From an optimization exercise on the open Yosys and OpenROAD flow, aimed at small area, a short achievable clock period and few clock cycles per item; shortcuts taken in it are not production practice. Function was checked by simulation only, so behaviour that the tests miss may differ from the original. Power is estimated from default activity; no workload was simulated.

run 1:
==> flow/design.v (excerpt) <==
module color_key_corner_search #(
	parameter int unsigned FRAME_WIDTH  = 640,
	parameter int unsigned FRAME_HEIGHT = 480,
	parameter int unsigned RADIUS       = 25
) (
	input  wire logic                                clk,
	input  wire logic                                arst_n,
	input  wire logic                                s_axis_tvalid,
	output logic                                     s_axis_tready,
	input  wire logic [ckcs_pkg::IN_TDATA_W-1:0]     s_axis_tdata,
	input  wire logic                                s_axis_tlast,
	output logic                                     m_axis_tvalid,
	input  wire logic                                m_axis_tready,
	output logic [ckcs_pkg::OUT_TDATA_W-1:0]         m_axis_tdata,
	input  wire logic                                cfg_wen,
	input  wire logic [ckcs_pkg::CFG_IDX_W-1:0]      cfg_addr,
	input  wire logic [ckcs_pkg::CFG_DAT_W-1:0]      cfg_wdata
);
For scale: ~1800 cells after synthesis, ~290 flip-flops.
Settings: LEC_CHECK=0, CAP_MARGIN=20, CORE_MARGIN=2, CORE_UTILIZATION=40, SETUP_SLACK_MARGIN=4.5, SLEW_MARGIN=20; clock period 7.5 ns.
run.sh (not shown) runs the stock make flow with config.mk's settings and CLKGATE_MAP_FILE= SYNTH_SCRIPT=/design/flow/synth_recipe.tcl, a recipe that flattens the netlist after the stock synthesis.
Every stage of the flow completed for run 1, and the final layout passed the timing, design-rule and antenna checks.
Testbench counts of run 1, summed over its fixed seeds: cycles 2,457,648, items 2,457,600.
For run 2, these inputs were changed with respect to run 1:
- a deleted SETUP_SLACK_MARGIN that had been 4.5
[summary]
- Against run 1, run 2 comes in 0.14 ns higher on worst endpoint required time.
- | worst hold slack | run 2 vs run 1 | ≈ equal |
- Worst setup slack ends up lower on run 2.
- Core utilization: lower on run 2
- Initial antenna violation count: run 2 vs run 1 up 1
- Comparing run 1 and run 2, the lower sequential cell fraction of total power is on run 1.
- The all-layer global routing usage in run 2 was lower than what run 1 gave.
- Run 1 was larger in final cell area than run 2.
- For the number of iterations in the first detailed-routing pass, run 2 came in 1 higher than run 1 did.
Modified inputs, run 3 compared to run 2
- SETUP_SLACK_MARGIN now 4.0, previously not set
- CTS_CLUSTER_SIZE now 20, previously not set
- CTS_BUF_LIST now sky130_fd_sc_hd__clkbuf_4 sky130_fd_sc_hd__clkbuf_8, previously not set
==> flow/flow/run.sh (new file) <==
#!/bin/bash
# Standard layout, with the port buffers made from buf_1 cells.
cp standard.sh standard_sh.txt
export BUFFER_PORTS_ARGS="-buffer_cell sky130_fd_sc_hd__buf_1"
bash standard.sh > standard.log 2>&1
==> flow/standard.sh (new file) <==
#!/bin/bash
# synth_recipe.tcl (not shown) runs the flow's synth.tcl, then flattens the netlist and writes it again
# the make line also repeats each setting of config.mk as NAME=value (left out here)
make -C /OpenROAD-flow-scripts/flow DESIGN_CONFIG=/design/flow/config.mk WORK_HOME=/design/flow/orfs CLKGATE_MAP_FILE= SYNTH_SCRIPT=/design/flow/synth_recipe.tcl "${@:-finish}"
removed: flow/run.sh
Results
Going from run 2 to run 3, global router's overall resource usage saw little to no change, sequential share of layout area shows an increase of 0.96 points, wire length held.
#### Input delta (run 4 over run 3)
- swapping 40 for 60 in CORE_UTILIZATION
- clearing CTS_CLUSTER_SIZE, which used to be 20
- clearing CTS_BUF_LIST, which used to be sky130_fd_sc_hd__clkbuf_4 sky130_fd_sc_hd__clkbuf_8
==> flow/run.sh (new file) <==
#!/bin/bash
# synth_recipe.tcl (not shown) runs the flow's synth.tcl, then flattens the netlist and writes it again
# the make line also repeats each setting of config.mk as NAME=value (left out here)
make -C /OpenROAD-flow-scripts/flow DESIGN_CONFIG=/design/flow/config.mk WORK_HOME=/design/flow/orfs CLKGATE_MAP_FILE= SYNTH_SCRIPT=/design/flow/synth_recipe.tcl finish
removed: flow/flow/run.sh
removed: flow/standard.sh
In the reports for run 4 and run 3, the smaller initial antenna violation count belongs to run 4. Run 4: no failed stages, no open violations at the end. Cell count for run 4: 235 down relative to run 3. From run 3 to run 4, max-capacitance violation count did not move at all. Per the comparison of run 4 with run 3, fmax went down about 1.7%; total power of the final layout went up about 5%; final cycle utilization of the critical path went up 0.80 points; die area went down 33%. In run 4 the peak supply drop turned out 0.000041 V higher than in run 3.

========
zinc:
Another version of the RTL of color_key_corner_search (not shown whole).
For scale: about 130 I/O pins.
==> flow/config.mk <==
export PLATFORM = sky130hd
export DESIGN_NAME = color_key_corner_search
export DESIGN_NICKNAME = color_key_corner_search
export VERILOG_FILES = /design/flow/design.v
export SDC_FILE = /design/flow/constraint.sdc
export NUM_CORES = 4
export LEC_CHECK = 0
export CAP_MARGIN = 20
export CORE_MARGIN = 2
export CORE_UTILIZATION = 40
export SETUP_SLACK_MARGIN = 4.7
export SLEW_MARGIN = 20
==> flow/constraint.sdc <==
create_clock -name core_clock -period 7.5 [get_ports {clk}]
set_input_delay 1.5000 -clock core_clock [delete_from_list [all_inputs] [get_ports {clk}]]
set_output_delay 1.5000 -clock core_clock [all_outputs]
set_load 0.01 [all_outputs]
standard.sh (not shown) runs the stock make flow with config.mk's settings and CLKGATE_MAP_FILE= SYNTH_SCRIPT=/design/flow/synth_recipe.tcl, a recipe that flattens the netlist after the stock synthesis.
==> flow/flow/run.sh <==
#!/bin/bash
# Standard layout, with the port buffers made from buf_1 cells.
cp standard.sh standard_sh.txt
export BUFFER_PORTS_ARGS="-buffer_cell sky130_fd_sc_hd__buf_1"
bash standard.sh > standard.log 2>&1
Testbench counts of zinc, summed over its fixed seeds: cycles 2,457,656, items 2,457,600.
diff inputs: zinc => maple
- swapping 20 for 5 in CAP_MARGIN
- swapping 4.7 for 4.8 in SETUP_SLACK_MARGIN
- swapping 20 for 5 in SLEW_MARGIN
[summary]
On clock share of power, the higher figure sits with zinc, not maple.
For maple, the highest routed metal layer was met5, unlike zinc, where it was met4.
Summary of maple over zinc: routed via count divided by cell count neither gained nor lost much, number of diodes went up 1, worst setup slack went up 0.014 ns.
Row area growth from synthesis to layout: maple higher / zinc lower
Synthesized area across maple and zinc: no real change.
First-pass GRT wire length (maple over zinc): increase, about 1.5%
The inputs of willow differ from those of maple as listed below.
- CAP_MARGIN: 5 -> 20
- SLEW_MARGIN: 5 -> 20
- SETUP_SLACK_MARGIN: 4.8 -> 4.5
Results
- Across willow and maple, none had a timing, DRC or antenna violation.
- Fraction of final layout cells with drive strength greater than 1 (willow over maple): decrease, 5.1 points
- Critical path depth: lower on maple
- Between willow and maple, the fill cell instance count of the final layout is higher for willow.
- Global-route usage, willow and maple: higher on maple
- Lower leakage dissipation among willow and maple: willow
- Compared with maple, in willow combinational power share decreased 3.2 points; maximum clock skew at final layout went up by 0.019 ns; cell area fell 810 sq um; sequential share of layout area increased by 1.2 points relative to the old numbers.

========
RTL: one of the versions met above, not the one the previous note started from.
Size: roughly 1800 cells after synthesis, roughly 290 flip-flops, about 130 I/O pins, roughly 18000 sq um of cells after synthesis.
Design color_key_corner_search, start of the top module:
module color_key_corner_search #(
	parameter int unsigned FRAME_WIDTH  = 640,
	parameter int unsigned FRAME_HEIGHT = 480,
	parameter int unsigned RADIUS       = 25
) (
	input  wire logic                                clk,
	input  wire logic                                arst_n,
	input  wire logic                                s_axis_tvalid,
	output logic                                     s_axis_tready,
	input  wire logic [ckcs_pkg::IN_TDATA_W-1:0]     s_axis_tdata,
	input  wire logic                                s_axis_tlast,
	output logic                                     m_axis_tvalid,
	input  wire logic                                m_axis_tready,
	output logic [ckcs_pkg::OUT_TDATA_W-1:0]         m_axis_tdata,
	input  wire logic                                cfg_wen,
	input  wire logic [ckcs_pkg::CFG_IDX_W-1:0]      cfg_addr,
	input  wire logic [ckcs_pkg::CFG_DAT_W-1:0]      cfg_wdata
);
	localparam logic [10:0] RAD = 11'(RADIUS);
	logic [10:0] w_c, w_hi;
	logic [9:0]  w_lo;
	always_comb begin
  ...
clock: 7.5 ns
lec_check: 0
cap_margin: 20
core_margin: 2
core_utilization: 40
setup_slack_margin: 4.0
slew_margin: 20
run.sh (not shown) runs the stock make flow with config.mk's settings and CLKGATE_MAP_FILE= SYNTH_SCRIPT=/design/flow/synth_recipe.tcl, a recipe that flattens the netlist after the stock synthesis.
Stock flow here: none of the scripts above is used.
Testbench counts at the start, summed over its fixed seeds: cycles 2,457,648, items 2,457,600.
Edit:
==> flow/flow/run.sh (new file) <==
#!/bin/bash
# Standard layout, with the port buffers made from buf_1 cells.
cp standard.sh standard_sh.txt
export BUFFER_PORTS_ARGS="-buffer_cell sky130_fd_sc_hd__buf_1"
bash standard.sh > standard.log 2>&1
==> flow/standard.sh (new file) <==
#!/bin/bash
# synth_recipe.tcl (not shown) runs the flow's synth.tcl, then flattens the netlist and writes it again
# the make line also repeats each setting of config.mk as NAME=value (left out here)
make -C /OpenROAD-flow-scripts/flow DESIGN_CONFIG=/design/flow/config.mk WORK_HOME=/design/flow/orfs CLKGATE_MAP_FILE= SYNTH_SCRIPT=/design/flow/synth_recipe.tcl "${@:-finish}"
removed: flow/run.sh
Outcome:
- The changed run ran to the end with no violations
- setup slack gains 10 ps
- core utilization went down by 2.0 points
- register-to-register slack gains 30 ps
- synthesized cell count stays the same
- routed wire length went down by about 0.4%
Edit:
- SETUP_SLACK_MARGIN: 4.0 -> 4.3
Effect:
- register-to-register slack improves by 80 ps
- wire length goes up slightly
- utilization is higher by 1.8 points
- global-route usage went up by 0.16 points
- first-iteration DRC count fell slightly
- die area stays the same
- worst setup slack gains 130 ps
- power grows by a little under a tenth

port drivers added, routing unchanged:
No port has a modelled driver above. Below, the same layouts with a new extraction and two added sets of constraints.
Step 1 (the two cells are an assumption about what drives the block):
set clk [get_ports {clk}]
set_driving_cell -lib_cell sky130_fd_sc_hd__clkbuf_16 $clk
set_driving_cell -lib_cell sky130_fd_sc_hd__buf_2 [delete_from_list [all_inputs] $clk]
Step 2 times the ports against the registers' clock, not the clock port: input delays grow and output delays shrink by t, the midpoint of the rising clock arrivals with the driver on.
Slacks: ideal / step 1 / step 2; pairs: ideal / step 1.
run | t, ns | slack for setup (ns) | worst setup path at the end | latest minus earliest clock arrival (ns) | worst data-port slew with drivers (ns)
run 1 | 0.581 | 4.212 / 4.212 / 3.916 | input to register | 0.014 / 0.014 | 0.08
run 2 | 0.575 | 3.219 / 3.249 / 2.674 | input to register | 0.017 / 0.017 | 0.08
run 3 | 0.667 | 4.109 / 4.116 / 3.449 | input to register | 0.031 / 0.031 | 0.09
run 4 | 0.560 | 4.049 / 4.049 / 3.547 | input to register | 0.020 / 0.020 | 0.05
zinc | 0.617 | 4.579 / 4.579 / 4.088 | input to register | 0.026 / 0.027 | 0.11
maple | 0.603 | 4.593 / 4.593 / 4.071 | input to register | 0.029 / 0.028 | 0.09
willow | 0.621 | 4.555 / 4.555 / 3.961 | input to register | 0.049 / 0.048 | 0.10
the first run of note 3 | 0.578 | 4.062 / 4.086 / 3.511 | input to register | 0.022 / 0.022 | 0.07
the second run of note 3 | 0.587 | 4.073 / 4.093 / 3.506 | input to register | 0.015 / 0.015 | 0.09
the third run of note 3 | 0.591 | 4.199 / 4.199 / 3.819 | input to register | 0.023 / 0.023 | 0.09
After both steps every run listed still meets setup and hold. For run 3, which loses most, drivers alone change the setup slack by +0.007 ns; drivers and shift together by -0.660 ns.
